From an optimization exercise on the open Yosys and OpenROAD flow, aimed at small area, a short achievable clock period and few clock cycles; shortcuts taken in it are not production practice.
RTL that was checked went through simulation tests only; none was proved equivalent to the original.

==> build 75: inputs <==
## least_squares_slope_core
module least_squares_slope_core (
    input  logic                                   clk,
    input  logic                                   rst_n,
    input  logic                                   start,
    output logic                                   busy,
    input  logic signed [lss_pkg::SAMPLE_BITS-1:0] x_value,
    input  logic signed [lss_pkg::SAMPLE_BITS-1:0] y_value,
    input  logic                                   last_pair,
    output logic                                   done,
    output logic signed [lss_pkg::OUT_W-1:0]       slope,
    output logic                                   no_spread,
    output logic                                   saturated,
    output logic                                   overflowed,
    output logic [lss_pkg::CNT_W-1:0]              pair_count
);
    localparam int SXW  = lss_pkg::SX_W;
    localparam int SXYW = lss_pkg::SXY_W;
    localparam int SXXW = lss_pkg::SXX_W;
    localparam int NW   = lss_pkg::NUM_W;
    localparam int DW   = lss_pkg::DEN_W;
  ...
==> flow/config.mk <==
export PLATFORM = sky130hd
export DESIGN_NAME = least_squares_slope_core
export DESIGN_NICKNAME = least_squares_slope_core
export VERILOG_FILES = /design/flow/design.v
export SDC_FILE = /design/flow/constraint.sdc
export NUM_CORES = 4
export LEC_CHECK = 0
export CAP_MARGIN = 20
export CORE_MARGIN = 2
export CORE_UTILIZATION = 55
export PLACE_DENSITY = 0.7
export SLEW_MARGIN = 20
==> flow/constraint.sdc <==
create_clock -name core_clock -period 11.0 [get_ports {clk}]
set_input_delay 2.2000 -clock core_clock [delete_from_list [all_inputs] [get_ports {clk}]]
set_output_delay 2.2000 -clock core_clock [all_outputs]
set_load 0.01 [all_outputs]
standard.sh (not shown) runs the stock make flow with config.mk's settings and CLKGATE_MAP_FILE= SYNTH_SCRIPT=/design/flow/synth_recipe.tcl, a recipe that flattens the netlist after the stock synthesis.
==> flow/flow/run.sh <==
#!/bin/bash
# standard layout, with timing repair aiming further below the clock period
set -euo pipefail
export SETUP_SLACK_MARGIN=6.5
bash standard.sh > flow.log 2>&1
==> inputs of trial 26, as changes to build 75 <==
--- a/flow/design.v
+++ b/flow/design.v
@@ -21,35 +21,29 @@
     assign one  = close1 | closep;
     assign busy = many | (one & ~cap_soon);
 endmodule
 module lss_square (
     input  logic signed [15:0] x,
-    output logic [16:0]        sq_lo,
-    output logic [30:0]        sq_hi
+    output logic [30:0]        sq
 );
     logic        s;
     logic [14:0] w;
     assign s = x[15];
     assign w = x[14:0] ^ {15{s}};
     always_comb
     begin
-        logic [16:0] lo;
-        logic [30:0] hi;
-        lo = {1'b0, s ? {w, 1'b1} : 16'b0};
-        hi = '0;
+        logic [30:0] acc;
+        acc = {15'b0, s ? {w, 1'b1} : 16'b0};
         for (int i = 0; i < 15; i++)
         begin
-            if (i < 8) lo = lo + (17'(w[i]) << (2 * i));
-            else       hi = hi + (31'(w[i]) << (2 * i));
+            acc = acc + (31'(w[i]) << (2 * i));
             for (int j = i + 1; j < 15; j++)
             begin
-                if (j < 8) lo = lo + (17'(w[i] & w[j]) << (i + j + 1));
-                else       hi = hi + (31'(w[i] & w[j]) << (i + j + 1));
+                acc = acc + (31'(w[i] & w[j]) << (i + j + 1));
             end
         end
-        sq_lo = lo;
-        sq_hi = hi;
+        sq = acc;
     end
 endmodule
 module lss_booth (
     input  logic [2:0] b,
     output logic       one,
@@ -132,17 +126,14 @@
             drop <= ~fresh & (drop | full);
         end
     end
     logic               a2;       
     logic               c2;       
-    logic signed [23:0] pxy_lo2;    
-    logic signed [23:0] pxy_hi2;    
-    logic [16:0]        pxx_lo2;
-    logic [30:0]        pxx_hi2;
-    logic [16:0]        sq_lo1;
-    logic [30:0]        sq_hi1;
-    lss_square u_sq (.x(x1), .sq_lo(sq_lo1), .sq_hi(sq_hi1));
+    logic signed [31:0] pxy2;
+    logic [30:0]        pxx2;
+    logic [30:0]        sq1;
+    lss_square u_sq (.x(x1), .sq(sq1));
     always_ff @(posedge clk or negedge rst_n)
     begin
         if (!rst_n)
         begin
             a2 <= 1'b0;
@@ -154,14 +145,12 @@
             c2 <= v1 & l1;
         end
     end
     always_ff @(posedge clk)
     begin
-        pxy_lo2 <= $signed({1'b0, x1[7:0]}) * y1;
-        pxy_hi2 <= $signed(x1[15:8]) * y1;
-        pxx_lo2 <= sq_lo1;
-        pxx_hi2 <= sq_hi1;
+        pxy2 <= x1 * y1;
+        pxx2 <= sq1;
     end
     logic                   fresh_b;
     logic signed [SXYW-1:0] sxy;
     logic [SXXW-1:0]        sxx;
     always_ff @(posedge clk or negedge rst_n)
@@ -180,12 +169,12 @@
     end
     always_ff @(posedge clk)
     begin
         if (a2)
         begin
-            sxy <= (fresh_b ? '0 : sxy) + SXYW'(pxy_lo2) + (SXYW'(pxy_hi2) << 8);
-            sxx <= (fresh_b ? '0 : sxx) + SXXW'(pxx_lo2) + SXXW'(pxx_hi2);
+            sxy <= (fresh_b ? '0 : sxy) + SXYW'(pxy2);
+            sxx <= (fresh_b ? '0 : sxx) + SXXW'(pxx2);
         end
     end
     logic                   m_full;
     logic [3:0]             m_step;
     logic [10:0]            m_n;
@@ -356,12 +345,10 @@
         begin
             qd     = 2'd0;
             rem_nx = r4[DW-1:0];
         end
     end
-    logic d_fin_c;    
-    assign d_fin_c = (d_cnt == 4'd15) || ((d_cnt == 4'd0) && (d_flat | big_c));
     logic        sat_c;
     logic [31:0] slope_c;
     always_comb
     begin
         sat_c = ~d_flat & (d_big | (d_ql[31] & (~d_neg | (|d_ql[30:0]))));
@@ -382,11 +369,12 @@
         end
         else
         begin
             case (d_state)
                 D_IDLE:  if (hand) d_state <= D_STEP;
-                D_STEP:  if (d_fin_c) d_state <= D_FIN;
+                D_STEP:  if ((d_cnt == 4'd15) || ((d_cnt == 4'd0) && (d_flat | big_c)))
+                             d_state <= D_FIN;
                 D_FIN:   d_state <= D_SHOW;
                 default: d_state <= hand ? D_STEP : D_IDLE;
             endcase
         end
     end
@@ -420,32 +408,18 @@
     assign slope      = d_ql;
     assign no_spread  = d_flat;
     assign saturated  = d_sat;
     assign overflowed = d_drop;
     assign pair_count = d_n;
-    logic       pend_n;
-    logic       close1_n;
-    logic       m_full_n;
-    logic [3:0] m_step_n;
-    logic       d_step_n;
-    logic       cap_soon_n;
-    logic       busy_n;
-    logic       busy_r;
-    assign pend_n     = (v1 & l1) | (pend & ~cap);
-    assign close1_n   = start & ~busy_r & last_pair;
-    assign m_full_n   = cap | (m_full & ~hand);
-    assign m_step_n   = (cap | m_run) ? step_nx : m_step;
-    assign d_step_n   = (d_state == D_STEP) ? ~d_fin_c : hand;
-    assign cap_soon_n = ~m_full_n | ((m_step_n >= 4'd12) & ~d_step_n);
+    logic m_soon;
+    logic d_soon;
+    logic cap_soon;
+    assign m_soon   = m_step >= 4'd12;
+    assign d_soon   = (d_state != D_STEP);
+    assign cap_soon = ~m_full | (m_soon & d_soon);
     lss_ctrl u_ctrl (
-        .close1   (close1_n),
-        .closep   (pend_n),
-        .cap_soon (cap_soon_n),
-        .busy     (busy_n)
+        .close1   (v1 & l1),
+        .closep   (pend),
+        .cap_soon (cap_soon),
+        .busy     (busy)
     );
-    always_ff @(posedge clk or negedge rst_n)
-    begin
-        if (!rst_n) busy_r <= 1'b0;
-        else        busy_r <= busy_n;
-    end
-    assign busy = busy_r;
 endmodule
==> flow/run.sh (new file) <==
#!/bin/bash
# synth_recipe.tcl (not shown) runs the flow's synth.tcl, then flattens the netlist and writes it again
# the make line also repeats each setting of config.mk as NAME=value (left out here)
make -C /OpenROAD-flow-scripts/flow DESIGN_CONFIG=/design/flow/config.mk WORK_HOME=/design/flow/orfs CLKGATE_MAP_FILE= SYNTH_SCRIPT=/design/flow/synth_recipe.tcl finish
--- a/flow/config.mk
+++ b/flow/config.mk
@@ -5,8 +5,9 @@
 export SDC_FILE = /design/flow/constraint.sdc
 export NUM_CORES = 4
 export LEC_CHECK = 0
 export CAP_MARGIN = 20
 export CORE_MARGIN = 2
-export CORE_UTILIZATION = 55
-export PLACE_DENSITY = 0.7
+export CORE_UTILIZATION = 40
+export PLACE_DENSITY = 0.6
+export SETUP_SLACK_MARGIN = 5
 export SLEW_MARGIN = 20
removed: flow/flow/run.sh
removed: flow/standard.sh
==> notes <==
In trial 26 the hold slack is higher than in build 75, by 8.9 ps. Critical path depth: trial 26 is higher than build 75 (1). First-iteration DRC count: trial 26 is smaller than build 75 (about 22%). Between build 75 and trial 26, the lower non-clock buffer count is in trial 26 (gap 225). Between trial 26 and build 75, the lower clock-buffer cell count is in build 75 (gap 2). In trial 26 the synthesized cell count is smaller than in build 75, by about 1.3%.
Testbench counts of trial 26, summed over its fixed seeds: cycles 27,076.
Function not checked in build 75: the RTL went through the layout flow alone.

========
==> run a <==
==> flow/design.v <==
package lss_pkg;
    localparam int MAX_POINTS  = 1024;
    localparam int SAMPLE_BITS = 16;
    localparam int CNT_W       = $clog2(MAX_POINTS + 1);
    localparam int OUT_W       = 32;
    localparam int SX_W  = 26;    
    localparam int SXY_W = 42;    
    localparam int SXX_W = 41;    
    localparam int NUM_W = 51;    
    localparam int DEN_W = 50;    
endpackage
module lss_ctrl (
    input  logic close1,
    input  logic closep,
    input  logic cap_soon,
    output logic busy
);
    logic many;
    logic one;
    assign many = close1 & closep;
    assign one  = close1 | closep;
    assign busy = many | (one & ~cap_soon);
endmodule
module lss_square (
    input  logic signed [15:0] x,
    output logic [16:0]        sq_lo,
    output logic [30:0]        sq_hi
);
    logic        s;
    logic [14:0] w;
    assign s = x[15];
    assign w = x[14:0] ^ {15{s}};
    always_comb
    begin
        logic [16:0] lo;
        logic [30:0] hi;
        lo = {1'b0, s ? {w, 1'b1} : 16'b0};
        hi = '0;
        for (int i = 0; i < 15; i++)
        begin
            if (i < 8) lo = lo + (17'(w[i]) << (2 * i));
            else       hi = hi + (31'(w[i]) << (2 * i));
            for (int j = i + 1; j < 15; j++)
            begin
                if (j < 8) lo = lo + (17'(w[i] & w[j]) << (i + j + 1));
                else       hi = hi + (31'(w[i] & w[j]) << (i + j + 1));
            end
        end
        sq_lo = lo;
        sq_hi = hi;
    end
endmodule
module lss_booth (
    input  logic [2:0] b,
    output logic       one,
    output logic       two,
    output logic       neg
);
    assign one = b[1] ^ b[0];
    assign two = (b[2] & ~b[1] & ~b[0]) | (~b[2] & b[1] & b[0]);
    assign neg = b[2] & ~(b[1] & b[0]);
endmodule
module lss_booth_half (
    input  logic [8:0]         xb,
    input  logic signed [15:0] y,
    output logic signed [23:0] p
);
    logic [17:0] y1;
    logic [17:0] y2;
    assign y1 = 18'($signed(y));
    assign y2 = {y1[16:0], 1'b0};
    always_comb
    begin
        logic [23:0] acc;
        logic        one, two, neg;
        logic [17:0] row;
        acc = 24'h56_0000;
        for (int j = 0; j < 4; j++)
        begin
            one = xb[2*j+1] ^ xb[2*j];
            two = (xb[2*j+2] & ~xb[2*j+1] & ~xb[2*j]) | (~xb[2*j+2] & xb[2*j+1] & xb[2*j]);
            neg = xb[2*j+2] & ~(xb[2*j+1] & xb[2*j]);
            row = ((one ? y1 : 18'd0) | (two ? y2 : 18'd0)) ^ {18{neg}};
            acc = acc + (24'({~row[17], row[16:0]}) << (2 * j)) + (24'(neg) << (2 * j));
        end
        p = acc;
    end
endmodule
module least_squares_slope_core (
    input  logic                                   clk,
    input  logic                                   rst_n,
    input  logic                                   start,
    output logic                                   busy,
    input  logic signed [lss_pkg::SAMPLE_BITS-1:0] x_value,
    input  logic signed [lss_pkg::SAMPLE_BITS-1:0] y_value,
    input  logic                                   last_pair,
    output logic                                   done,
    output logic signed [lss_pkg::OUT_W-1:0]       slope,
    output logic                                   no_spread,
    output logic                                   saturated,
    output logic                                   overflowed,
    output logic [lss_pkg::CNT_W-1:0]              pair_count
);
    localparam int SXW  = lss_pkg::SX_W;
    localparam int SXYW = lss_pkg::SXY_W;
    localparam int SXXW = lss_pkg::SXX_W;
    localparam int NW   = lss_pkg::NUM_W;
    localparam int DW   = lss_pkg::DEN_W;
    logic               v1;
    logic               l1;
    logic signed [15:0] x1;
    logic signed [15:0] y1;
    always_ff @(posedge clk or negedge rst_n)
    begin
        if (!rst_n) v1 <= 1'b0;
        else        v1 <= start & ~busy;
    end
    always_ff @(posedge clk)
    begin
        l1 <= last_pair;
        x1 <= x_value;
        y1 <= y_value;
    end
    logic                   fresh;    
    logic                   pend;     
    logic [10:0]            cnt;
    logic signed [SXW-1:0]  sx;
    logic signed [SXW-1:0]  sy;
    logic                   drop;
    logic                   full;
    logic                   cap;      
    logic                   cap_b;    
    assign full = ~fresh & cnt[10];    
    always_ff @(posedge clk or negedge rst_n)
    begin
        if (!rst_n)
        begin
            fresh <= 1'b1;
            pend  <= 1'b0;
        end
        else
        begin
            if (v1) fresh <= l1;
            if (v1 & l1)  pend <= 1'b1;
            else if (cap) pend <= 1'b0;
        end
    end
    always_ff @(posedge clk)
    begin
        if (v1)
        begin
            if (!full)
            begin
                cnt <= (fresh ? 11'd0 : cnt) + 11'd1;
                sx  <= (fresh ? '0 : sx) + SXW'(x1);
                sy  <= (fresh ? '0 : sy) + SXW'(y1);
            end
            drop <= ~fresh & (drop | full);
        end
    end
    logic               a2;       
    logic               c2;       
    logic signed [23:0] pxy_lo2;    
    logic signed [23:0] pxy_hi2;    
    logic [16:0]        pxx_lo2;
    logic [30:0]        pxx_hi2;
    logic [16:0]        sq_lo1;
    logic [30:0]        sq_hi1;
    logic signed [23:0] pxy_lo1;
    logic signed [23:0] pxy_hi1;
    lss_square u_sq (.x(x1), .sq_lo(sq_lo1), .sq_hi(sq_hi1));
    lss_booth_half u_mlo (.xb({x1[7:0], 1'b0}), .y(y1), .p(pxy_lo1));
    lss_booth_half u_mhi (.xb(x1[15:7]),        .y(y1), .p(pxy_hi1));
    always_ff @(posedge clk or negedge rst_n)
    begin
        if (!rst_n)
        begin
            a2 <= 1'b0;
            c2 <= 1'b0;
        end
        else
        begin
            a2 <= v1 & ~full;
            c2 <= v1 & l1;
        end
    end
    always_ff @(posedge clk)
    begin
        pxy_lo2 <= pxy_lo1;
        pxy_hi2 <= pxy_hi1;
        pxx_lo2 <= sq_lo1;
        pxx_hi2 <= sq_hi1;
    end
    logic                   fresh_b;
    logic signed [SXYW-1:0] sxy;
    logic [SXXW-1:0]        sxx;
    always_ff @(posedge clk or negedge rst_n)
    begin
        if (!rst_n)
        begin
            fresh_b <= 1'b1;
            cap_b   <= 1'b0;
        end
        else
        begin
            if (c2)      fresh_b <= 1'b1;
            else if (a2) fresh_b <= 1'b0;
            cap_b <= cap;
        end
    end
    always_ff @(posedge clk)
    begin
        if (a2)
        begin
            sxy <= (fresh_b ? '0 : sxy) + SXYW'(pxy_lo2) + (SXYW'(pxy_hi2) << 8);
            sxx <= (fresh_b ? '0 : sxx) + SXXW'(pxx_lo2) + SXXW'(pxx_hi2);
        end
    end
    logic                   m_full;
    logic [3:0]             m_step;
    logic [10:0]            m_n;
    logic                   m_drop;
    logic signed [SXW-1:0]  m_sx;
    logic signed [SXW-1:0]  m_sy;
    logic signed [SXYW-1:0] m_sxy;
    logic [SXXW-1:0]        m_sxx;
    logic [NW-1:0]          acc_num;
    logic [DW-1:0]          acc_den;
    logic                   m_run;
    logic                   m_ready;
    logic                   hand;
    logic                   s_one, s_two, s_neg;
    logic                   n_one, n_two, n_neg;
    assign m_run   = m_full & (m_step != 4'd13);
    assign m_ready = m_full & (m_step == 4'd13);
    assign cap     = pend & (~m_full | hand);
    logic [3:0]  step_nx;
    logic [3:0]  k_nx;
    logic [26:0] sxe;
    logic [12:0] ne;
    logic [2:0]  sdig_nx;
    logic [2:0]  ndig_nx;
    logic        s_one_nx, s_two_nx, s_neg_nx;
    logic        n_one_nx, n_two_nx, n_neg_nx;
    assign step_nx = cap ? 4'd0 : m_step + 4'd1;
    assign k_nx    = 4'd12 - step_nx;
    assign sxe     = cap ? {sx, 1'b0} : {m_sx, 1'b0};
    assign ne      = cap ? {1'b0, cnt, 1'b0} : {1'b0, m_n, 1'b0};
    assign sdig_nx = (k_nx > 4'd12) ? 3'b000 : sxe[2*k_nx +: 3];
    assign ndig_nx = (k_nx > 4'd5) ? 3'b000 : ne[2*k_nx +: 3];
    lss_booth u_bs (.b(sdig_nx), .one(s_one_nx), .two(s_two_nx), .neg(s_neg_nx));
    lss_booth u_bn (.b(ndig_nx), .one(n_one_nx), .two(n_two_nx), .neg(n_neg_nx));
    always_ff @(posedge clk or negedge rst_n)
    begin
        if (!rst_n)
        begin
            m_full <= 1'b0;
        end
        else
        begin
            if (cap)       m_full <= 1'b1;
            else if (hand) m_full <= 1'b0;
        end
    end
    always_ff @(posedge clk)
    begin
        if (cap)
        begin
            m_n    <= cnt;
            m_drop <= drop;
            m_sx   <= sx;
            m_sy   <= sy;
        end
        if (cap_b)
        begin
            m_sxy  <= sxy;
            m_sxx  <= sxx;
        end
        if (cap | m_run)
        begin
            m_step <= step_nx;
            s_one  <= s_one_nx;
            s_two  <= s_two_nx;
            s_neg  <= s_neg_nx;
            n_one  <= n_one_nx;
            n_two  <= n_two_nx;
            n_neg  <= n_neg_nx;
        end
    end
    logic          first;
    logic          neg_a;
    logic          neg_b;
    logic [NW-1:0] a_num, b_num;
    logic [DW-1:0] a_den, b_den;
    logic [NW-1:0] num_nx;
    logic [DW-1:0] den_nx;
    assign first = (m_step == 4'd0);
    assign neg_a = n_neg;
    assign neg_b = (s_one | s_two) & ~s_neg;    
    always_comb
    begin
        logic [NW-1:0] sxy_e;
        logic [NW-1:0] sy_e;
        logic [DW-1:0] sxx_e;
        logic [DW-1:0] sx_e;
        sxy_e = NW'(m_sxy);
        sy_e  = NW'(m_sy);
        sxx_e = DW'(m_sxx);
        sx_e  = DW'(m_sx);
        a_num = (n_one ? sxy_e : '0) | (n_two ? (sxy_e << 1) : '0);
        b_num = (s_one ? sy_e  : '0) | (s_two ? (sy_e  << 1) : '0);
        a_den = (n_one ? sxx_e : '0) | (n_two ? (sxx_e << 1) : '0);
        b_den = (s_one ? sx_e  : '0) | (s_two ? (sx_e  << 1) : '0);
        a_num = a_num ^ {NW{neg_a}};
        b_num = b_num ^ {NW{neg_b}};
        a_den = a_den ^ {DW{neg_a}};
        b_den = b_den ^ {DW{neg_b}};
        num_nx = {acc_num[NW-3:0] & {(NW-2){~first}}, neg_a & neg_b, neg_a ^ neg_b}
               + a_num + b_num;
        den_nx = {acc_den[DW-3:0] & {(DW-2){~first}}, neg_a & neg_b, neg_a ^ neg_b}
               + a_den + b_den;
    end
    always_ff @(posedge clk)
    begin
        if (m_run)
        begin
            acc_num <= num_nx;
            acc_den <= den_nx;
        end
    end
    localparam logic [1:0] D_IDLE = 2'd0;
    localparam logic [1:0] D_STEP = 2'd1;
    localparam logic [1:0] D_FIN  = 2'd2;
    localparam logic [1:0] D_SHOW = 2'd3;
    logic [1:0]    d_state;
    logic [3:0]    d_cnt;
    logic [DW-1:0] d_rem;
    logic [DW-1:0] d_den;
    logic [31:0]   d_ql;       
    logic          d_neg;
    logic          d_flat;
    logic          d_big;
    logic          d_sat;
    logic [10:0]   d_n;
    logic          d_drop;
    logic          d_loadable;
    assign d_loadable = (d_state == D_IDLE) | (d_state == D_SHOW);
    assign hand       = m_ready & d_loadable;
    logic          num_neg;
    logic [NW-1:0] num_mag;
    assign num_neg = acc_num[NW-1];
    assign num_mag = (acc_num ^ {NW{num_neg}}) + NW'(num_neg);
    logic [DW+2:0] r4;
    logic [DW+2:0] t1, t2, t3;
    logic [DW-1:0] rem_nx;
    logic [1:0]    qd;
    logic          big_c;
    assign r4 = {1'b0, d_rem, d_ql[31:30]};
    assign t1 = r4 - {3'b0, d_den};
    assign t2 = r4 - {2'b0, d_den, 1'b0};
    logic [DW+2:0] c3a, c3b, c3s, c3c;
    assign c3a = ~{3'b0, d_den};
    assign c3b = ~{2'b0, d_den, 1'b0};
    assign c3s = r4 ^ c3a ^ c3b;
    assign c3c = {(r4[DW+1:0] & c3a[DW+1:0]) | (r4[DW+1:0] & c3b[DW+1:0]) | (c3a[DW+1:0] & c3b[DW+1:0]), 1'b1};
    assign t3  = c3s + c3c + (DW+3)'(1);
    assign big_c = d_rem >= d_den;
    always_comb
    begin
        if (!t3[DW+2])
        begin
            qd     = 2'd3;
            rem_nx = t3[DW-1:0];
        end
        else if (!t2[DW+2])
        begin
            qd     = 2'd2;
            rem_nx = t2[DW-1:0];
        end
        else if (!t1[DW+2])
        begin
            qd     = 2'd1;
            rem_nx = t1[DW-1:0];
        end
        else
        begin
            qd     = 2'd0;
            rem_nx = r4[DW-1:0];
        end
    end
    logic d_fin_c;    
    assign d_fin_c = (d_cnt == 4'd15) || ((d_cnt == 4'd0) && (d_flat | big_c));
    logic        sat_c;
    logic [31:0] slope_c;
    always_comb
    begin
        sat_c = ~d_flat & (d_big | (d_ql[31] & (~d_neg | (|d_ql[30:0]))));
        if (d_flat)
            slope_c = 32'd0;
        else if (sat_c)
            slope_c = d_neg ? 32'h8000_0000 : 32'h7FFF_FFFF;
        else if (d_neg)
            slope_c = -d_ql;
        else
            slope_c = d_ql;
    end
    always_ff @(posedge clk or negedge rst_n)
    begin
        if (!rst_n)
        begin
            d_state <= D_IDLE;
        end
        else
        begin
            case (d_state)
                D_IDLE:  if (hand) d_state <= D_STEP;
                D_STEP:  if (d_fin_c) d_state <= D_FIN;
                D_FIN:   d_state <= D_SHOW;
                default: d_state <= hand ? D_STEP : D_IDLE;
            endcase
        end
    end
    always_ff @(posedge clk)
    begin
        if (hand)
        begin
            d_cnt  <= 4'd0;
            d_neg  <= num_neg;
            d_rem  <= DW'(num_mag[NW-1:16]);
            d_ql   <= {num_mag[15:0], 16'd0};
            d_den  <= acc_den;
            d_flat <= (acc_den == '0);
            d_n    <= m_n;
            d_drop <= m_drop;
        end
        else if (d_state == D_STEP)
        begin
            d_cnt <= d_cnt + 4'd1;
            d_rem <= rem_nx;
            d_ql  <= {d_ql[29:0], qd};
            if (d_cnt == 4'd0) d_big <= big_c;
        end
        else if (d_state == D_FIN)
        begin
            d_ql  <= slope_c;
            d_sat <= sat_c;
        end
    end
    assign done       = (d_state == D_SHOW);
    assign slope      = d_ql;
    assign no_spread  = d_flat;
    assign saturated  = d_sat;
    assign overflowed = d_drop;
    assign pair_count = d_n;
    logic       pend_n;
    logic       close1_n;
    logic       m_full_n;
    logic [3:0] m_step_n;
    logic       d_step_n;
    logic       cap_soon_n;
    logic       busy_n;
    logic       busy_r;
    assign pend_n     = (v1 & l1) | (pend & ~cap);
    assign close1_n   = start & ~busy_r & last_pair;
    assign m_full_n   = cap | (m_full & ~hand);
    assign m_step_n   = (cap | m_run) ? step_nx : m_step;
    assign d_step_n   = (d_state == D_STEP) ? ~d_fin_c : hand;
    assign cap_soon_n = ~m_full_n | ((m_step_n >= 4'd12) & ~d_step_n);
    lss_ctrl u_ctrl (
        .close1   (close1_n),
        .closep   (pend_n),
        .cap_soon (cap_soon_n),
        .busy     (busy_n)
    );
    always_ff @(posedge clk or negedge rst_n)
    begin
        if (!rst_n) busy_r <= 1'b0;
        else        busy_r <= busy_n;
    end
    assign busy = busy_r;
endmodule
==> flow/run.sh <==
#!/bin/bash
# synth_recipe.tcl (not shown) runs the flow's synth.tcl, then flattens the netlist and writes it again
# the make line also repeats each setting of config.mk as NAME=value (left out here)
make -C /OpenROAD-flow-scripts/flow DESIGN_CONFIG=/design/flow/config.mk WORK_HOME=/design/flow/orfs CLKGATE_MAP_FILE= SYNTH_SCRIPT=/design/flow/synth_recipe.tcl finish
==> flow/config.mk <==
export PLATFORM = sky130hd
export DESIGN_NAME = least_squares_slope_core
export DESIGN_NICKNAME = least_squares_slope_core
export VERILOG_FILES = /design/flow/design.v
export SDC_FILE = /design/flow/constraint.sdc
export NUM_CORES = 4
export LEC_CHECK = 0
export CAP_MARGIN = 20
export CORE_MARGIN = 2
export CORE_UTILIZATION = 55
export PLACE_DENSITY = 0.7
export SETUP_SLACK_MARGIN = 5
export SLEW_MARGIN = 20
==> flow/constraint.sdc <==
create_clock -name core_clock -period 11.0 [get_ports {clk}]
set_input_delay 2.2000 -clock core_clock [delete_from_list [all_inputs] [get_ports {clk}]]
set_output_delay 2.2000 -clock core_clock [all_outputs]
set_load 0.01 [all_outputs]
==> run b: changes against run a <==
==> flow/design.v, changed modules only <==
module lss_ctrl (
    input  logic close1,
    input  logic close2,
    input  logic closep,
    input  logic cap_soon,
    output logic busy
);
    logic many;
    logic one;
    assign many = (close1 & close2) | (close1 & closep) | (close2 & closep);
    assign one  = close1 | close2 | closep;
    assign busy = many | (one & ~cap_soon);
endmodule
module lss_square (
    input  logic signed [15:0] x,
    output logic [30:0]        sq
);
    logic        s;
    logic [14:0] w;
    assign s = x[15];
    assign w = x[14:0] ^ {15{s}};
    always_comb
    begin
        logic [30:0] acc;
        acc = {15'b0, s ? {w, 1'b1} : 16'b0};
        for (int i = 0; i < 15; i++)
        begin
            acc = acc + (31'(w[i]) << (2 * i));
            for (int j = i + 1; j < 15; j++)
            begin
                acc = acc + (31'(w[i] & w[j]) << (i + j + 1));
            end
        end
        sq = acc;
    end
endmodule
module least_squares_slope_core (
    input  logic                                   clk,
    input  logic                                   rst_n,
    input  logic                                   start,
    output logic                                   busy,
    input  logic signed [lss_pkg::SAMPLE_BITS-1:0] x_value,
    input  logic signed [lss_pkg::SAMPLE_BITS-1:0] y_value,
    input  logic                                   last_pair,
    output logic                                   done,
    output logic signed [lss_pkg::OUT_W-1:0]       slope,
    output logic                                   no_spread,
    output logic                                   saturated,
    output logic                                   overflowed,
    output logic [lss_pkg::CNT_W-1:0]              pair_count
);
    localparam int SXW  = lss_pkg::SX_W;
    localparam int SXYW = lss_pkg::SXY_W;
    localparam int SXXW = lss_pkg::SXX_W;
    localparam int NW   = lss_pkg::NUM_W;
    localparam int DW   = lss_pkg::DEN_W;
    logic               v1;
    logic               l1;
    logic signed [15:0] x1;
    logic signed [15:0] y1;
    always_ff @(posedge clk or negedge rst_n)
    begin
        if (!rst_n) v1 <= 1'b0;
        else        v1 <= start & ~busy;
    end
    always_ff @(posedge clk)
    begin
        l1 <= last_pair;
        x1 <= x_value;
        y1 <= y_value;
    end
    logic               v2;
    logic               l2;
    logic signed [15:0] x2;
    logic signed [15:0] y2;
    logic signed [31:0] pxy2;
    logic [30:0]        pxx2;
    logic [30:0]        sq1;
    lss_square u_sq (.x(x1), .sq(sq1));
    always_ff @(posedge clk or negedge rst_n)
    begin
        if (!rst_n) v2 <= 1'b0;
        else        v2 <= v1;
    end
    always_ff @(posedge clk)
    begin
        l2   <= l1;
        x2   <= x1;
        y2   <= y1;
        pxy2 <= x1 * y1;
        pxx2 <= sq1;
    end
    logic                   fresh;    
    logic                   pend;     
    logic [10:0]            cnt;
    logic signed [SXW-1:0]  sx;
    logic signed [SXW-1:0]  sy;
    logic signed [SXYW-1:0] sxy;
    logic [SXXW-1:0]        sxx;
    logic                   drop;
    logic                   full;
    logic                   cap;
    assign full = ~fresh & cnt[10];    
    always_ff @(posedge clk or negedge rst_n)
    begin
        if (!rst_n)
        begin
            fresh <= 1'b1;
            pend  <= 1'b0;
        end
        else
        begin
            if (v2) fresh <= l2;
            if (v2 & l2)  pend <= 1'b1;
            else if (cap) pend <= 1'b0;
        end
    end
    always_ff @(posedge clk)
    begin
        if (v2)
        begin
            if (!full)
            begin
                cnt <= (fresh ? 11'd0 : cnt) + 11'd1;
                sx  <= (fresh ? '0 : sx) + SXW'(x2);
                sy  <= (fresh ? '0 : sy) + SXW'(y2);
                sxy <= (fresh ? '0 : sxy) + SXYW'(pxy2);
                sxx <= (fresh ? '0 : sxx) + SXXW'(pxx2);
            end
            drop <= ~fresh & (drop | full);
        end
    end
    logic                   m_full;
    logic [3:0]             m_step;
    logic [10:0]            m_n;
    logic                   m_drop;
    logic signed [SXW-1:0]  m_sx;
    logic signed [SXW-1:0]  m_sy;
    logic signed [SXYW-1:0] m_sxy;
    logic [SXXW-1:0]        m_sxx;
    logic [NW-1:0]          acc_num;
    logic [DW-1:0]          acc_den;
    logic                   m_run;
    logic                   m_ready;
    logic                   hand;
    logic                   s_one, s_two, s_neg;
    logic                   n_one, n_two, n_neg;
    assign m_run   = m_full & (m_step != 4'd13);
    assign m_ready = m_full & (m_step == 4'd13);
    assign cap     = pend & (~m_full | hand);
    logic [3:0]  step_nx;
    logic [3:0]  k_nx;
    logic [26:0] sxe;
    logic [12:0] ne;
    logic [2:0]  sdig_nx;
    logic [2:0]  ndig_nx;
    logic        s_one_nx, s_two_nx, s_neg_nx;
    logic        n_one_nx, n_two_nx, n_neg_nx;
    assign step_nx = cap ? 4'd0 : m_step + 4'd1;
    assign k_nx    = 4'd12 - step_nx;
    assign sxe     = cap ? {sx, 1'b0} : {m_sx, 1'b0};
    assign ne      = cap ? {1'b0, cnt, 1'b0} : {1'b0, m_n, 1'b0};
    assign sdig_nx = (k_nx > 4'd12) ? 3'b000 : sxe[2*k_nx +: 3];
    assign ndig_nx = (k_nx > 4'd5) ? 3'b000 : ne[2*k_nx +: 3];
    lss_booth u_bs (.b(sdig_nx), .one(s_one_nx), .two(s_two_nx), .neg(s_neg_nx));
    lss_booth u_bn (.b(ndig_nx), .one(n_one_nx), .two(n_two_nx), .neg(n_neg_nx));
    always_ff @(posedge clk or negedge rst_n)
    begin
        if (!rst_n)
        begin
            m_full <= 1'b0;
        end
        else
        begin
            if (cap)       m_full <= 1'b1;
            else if (hand) m_full <= 1'b0;
        end
    end
    always_ff @(posedge clk)
    begin
        if (cap)
        begin
            m_n    <= cnt;
            m_drop <= drop;
            m_sx   <= sx;
            m_sy   <= sy;
            m_sxy  <= sxy;
            m_sxx  <= sxx;
        end
        if (cap | m_run)
        begin
            m_step <= step_nx;
            s_one  <= s_one_nx;
            s_two  <= s_two_nx;
            s_neg  <= s_neg_nx;
            n_one  <= n_one_nx;
            n_two  <= n_two_nx;
            n_neg  <= n_neg_nx;
        end
    end
    logic          first;
    logic          neg_a;
    logic          neg_b;
    logic [NW-1:0] a_num, b_num;
    logic [DW-1:0] a_den, b_den;
    logic [NW-1:0] num_nx;
    logic [DW-1:0] den_nx;
    assign first = (m_step == 4'd0);
    assign neg_a = n_neg;
    assign neg_b = (s_one | s_two) & ~s_neg;    
    always_comb
    begin
        logic [NW-1:0] sxy_e;
        logic [NW-1:0] sy_e;
        logic [DW-1:0] sxx_e;
        logic [DW-1:0] sx_e;
        sxy_e = NW'(m_sxy);
        sy_e  = NW'(m_sy);
        sxx_e = DW'(m_sxx);
        sx_e  = DW'(m_sx);
        a_num = (n_one ? sxy_e : '0) | (n_two ? (sxy_e << 1) : '0);
        b_num = (s_one ? sy_e  : '0) | (s_two ? (sy_e  << 1) : '0);
        a_den = (n_one ? sxx_e : '0) | (n_two ? (sxx_e << 1) : '0);
        b_den = (s_one ? sx_e  : '0) | (s_two ? (sx_e  << 1) : '0);
        a_num = a_num ^ {NW{neg_a}};
        b_num = b_num ^ {NW{neg_b}};
        a_den = a_den ^ {DW{neg_a}};
        b_den = b_den ^ {DW{neg_b}};
        num_nx = {acc_num[NW-3:0] & {(NW-2){~first}}, neg_a & neg_b, neg_a ^ neg_b}
               + a_num + b_num;
        den_nx = {acc_den[DW-3:0] & {(DW-2){~first}}, neg_a & neg_b, neg_a ^ neg_b}
               + a_den + b_den;
    end
    always_ff @(posedge clk)
    begin
        if (m_run)
        begin
            acc_num <= num_nx;
            acc_den <= den_nx;
        end
    end
    localparam logic [1:0] D_IDLE = 2'd0;
    localparam logic [1:0] D_STEP = 2'd1;
    localparam logic [1:0] D_FIN  = 2'd2;
    localparam logic [1:0] D_SHOW = 2'd3;
    logic [1:0]    d_state;
    logic [3:0]    d_cnt;
    logic [DW-1:0] d_rem;
    logic [DW-1:0] d_den;
    logic [31:0]   d_ql;       
    logic          d_neg;
    logic          d_flat;
    logic          d_big;
    logic          d_sat;
    logic [10:0]   d_n;
    logic          d_drop;
    logic          d_loadable;
    assign d_loadable = (d_state == D_IDLE) | (d_state == D_SHOW);
    assign hand       = m_ready & d_loadable;
    logic          num_neg;
    logic [NW-1:0] num_mag;
    assign num_neg = acc_num[NW-1];
    assign num_mag = (acc_num ^ {NW{num_neg}}) + NW'(num_neg);
    logic [DW+2:0] r4;
    logic [DW+2:0] t1, t2, t3;
    logic [DW-1:0] rem_nx;
    logic [1:0]    qd;
    logic          big_c;
    assign r4 = {1'b0, d_rem, d_ql[31:30]};
    assign t1 = r4 - {3'b0, d_den};
    assign t2 = r4 - {2'b0, d_den, 1'b0};
    assign t3 = r4 - {3'b0, d_den} - {2'b0, d_den, 1'b0};
    assign big_c = d_rem >= d_den;
    always_comb
    begin
        if (!t3[DW+2])
        begin
            qd     = 2'd3;
            rem_nx = t3[DW-1:0];
        end
        else if (!t2[DW+2])
        begin
            qd     = 2'd2;
            rem_nx = t2[DW-1:0];
        end
        else if (!t1[DW+2])
        begin
            qd     = 2'd1;
            rem_nx = t1[DW-1:0];
        end
        else
        begin
            qd     = 2'd0;
            rem_nx = r4[DW-1:0];
        end
    end
    logic        sat_c;
    logic [31:0] slope_c;
    always_comb
    begin
        sat_c = ~d_flat & (d_big | (d_ql[31] & (~d_neg | (|d_ql[30:0]))));
        if (d_flat)
            slope_c = 32'd0;
        else if (sat_c)
            slope_c = d_neg ? 32'h8000_0000 : 32'h7FFF_FFFF;
        else if (d_neg)
            slope_c = -d_ql;
        else
            slope_c = d_ql;
    end
    always_ff @(posedge clk or negedge rst_n)
    begin
        if (!rst_n)
        begin
            d_state <= D_IDLE;
        end
        else
        begin
            case (d_state)
                D_IDLE:  if (hand) d_state <= D_STEP;
                D_STEP:  if ((d_cnt == 4'd15) || ((d_cnt == 4'd0) && (d_flat | big_c)))
                             d_state <= D_FIN;
                D_FIN:   d_state <= D_SHOW;
                default: d_state <= hand ? D_STEP : D_IDLE;
            endcase
        end
    end
    always_ff @(posedge clk)
    begin
        if (hand)
        begin
            d_cnt  <= 4'd0;
            d_neg  <= num_neg;
            d_rem  <= DW'(num_mag[NW-1:16]);
            d_ql   <= {num_mag[15:0], 16'd0};
            d_den  <= acc_den;
            d_flat <= (acc_den == '0);
            d_n    <= m_n;
            d_drop <= m_drop;
        end
        else if (d_state == D_STEP)
        begin
            d_cnt <= d_cnt + 4'd1;
            d_rem <= rem_nx;
            d_ql  <= {d_ql[29:0], qd};
            if (d_cnt == 4'd0) d_big <= big_c;
        end
        else if (d_state == D_FIN)
        begin
            d_ql  <= slope_c;
            d_sat <= sat_c;
        end
    end
    assign done       = (d_state == D_SHOW);
    assign slope      = d_ql;
    assign no_spread  = d_flat;
    assign saturated  = d_sat;
    assign overflowed = d_drop;
    assign pair_count = d_n;
    logic m_soon;
    logic d_soon;
    logic cap_soon;
    assign m_soon   = m_step >= 4'd11;
    assign d_soon   = (d_state != D_STEP) | (d_cnt == 4'd15);
    assign cap_soon = ~m_full | (m_soon & d_soon);
    lss_ctrl u_ctrl (
        .close1   (v1 & l1),
        .close2   (v2 & l2),
        .closep   (pend),
        .cap_soon (cap_soon),
        .busy     (busy)
    );
endmodule
// module lss_booth_half removed
CORE_UTILIZATION = 40   (was 55)
PLACE_DENSITY = 0.6   (was 0.7)
SETUP_SLACK_MARGIN = unset   (was 5)
==> flow_summary.ini <==
[setup_path]
cp.required_ns = 11.60
cp_top_family = adder cells

[synthesis]
synth_async_sr_flop_share_pct = 1.601
ys_ff_latch = 687
yosys.area_share.simple_pct = 13.37
post_synth.cell_area_avg_um2 = 9.444

[drt]
drtIter0Drc = 4569
route.met2.wl_um = 76330
drt_wl_total_um = 172000

[min_path]
worstHoldEndpoint = d_drop

[final_layout]
drive_above_1_share_pct = 6.008
multi_input_gates = 5452
multi_input_area_mm2 = 0.04356

[sta]
finalClockSkew_ns = 0.04010

[floorplan]
die_width_um = 347.7
core-area_mm2 = 0.1176

[status]
status = no timing/DRC/antenna violations

[place]
place_ws_ns = 3.709
The numbers above come from run a.

==> flow_summary.ini <==
[synthesis]
post_synth.cell_area_avg_um2 = 9.316
ys_ff_latch = 692
yosys.area_share.simple_pct = 15.06
synth_async_sr_flop_share_pct = 1.012

[setup_path]
cp.required_ns = 11.57
cp_top_family = compound AO/OA/AOI/OAI gates

[min_path]
worstHoldEndpoint = l2

[place]
place_ws_ns = 2.880

[floorplan]
core-area_mm2 = 0.1654
die_width_um = 412.5

[global_route]
use_met3_pct = 2.540

[final_layout]
multi_input_gates = 5544
multi_input_area_mm2 = 0.04420
buffers = 134
final_common_cell = inv_1
largest_reg_flops = 51

[drt]
drt_wl_total_um = 187200
route.met2.wl_um = 84320

[status]
status = no timing/DRC/antenna violations

[power_and_ir_drop]
The numbers above come from run b.

Testbench counts of run a, summed over its fixed seeds: cycles 27,076.
Testbench counts of run b, summed over its fixed seeds: cycles 27,084.

[static timing again, ports no longer ideal]
The results above use ideal ports. As a check the final layouts listed here were re-extracted and re-timed, cells and wires unchanged. Step 1: set_driving_cell puts a clkbuf_16 on clk and a buf_2 on each other input, an assumption about the parent block. Step 2 adds t to the input delays and takes it off the output delays; t is the mean of the earliest and latest rising clock arrival at the registers after step 1. Input paths then give back, and output paths get back, about the clock's delay inside the block. Slacks: ideal / step 1 / step 2; pairs: ideal / step 1.
run | t (ns) | setup slack, ns | hold slack, ns
build 75 | 0.759 | 5.393 / 5.393 / 5.393 | 0.411 / 0.411 / 0.411
trial 26 | 0.738 | 4.916 / 4.916 / 4.916 | 0.420 / 0.420 / 0.420
run a | 0.740 | 5.141 / 5.141 / 5.141 | 0.422 / 0.422 / 0.422
run b | 0.793 | 2.709 / 2.709 / 2.709 | 0.354 / 0.354 / 0.354
After both steps every run listed still meets setup and hold.
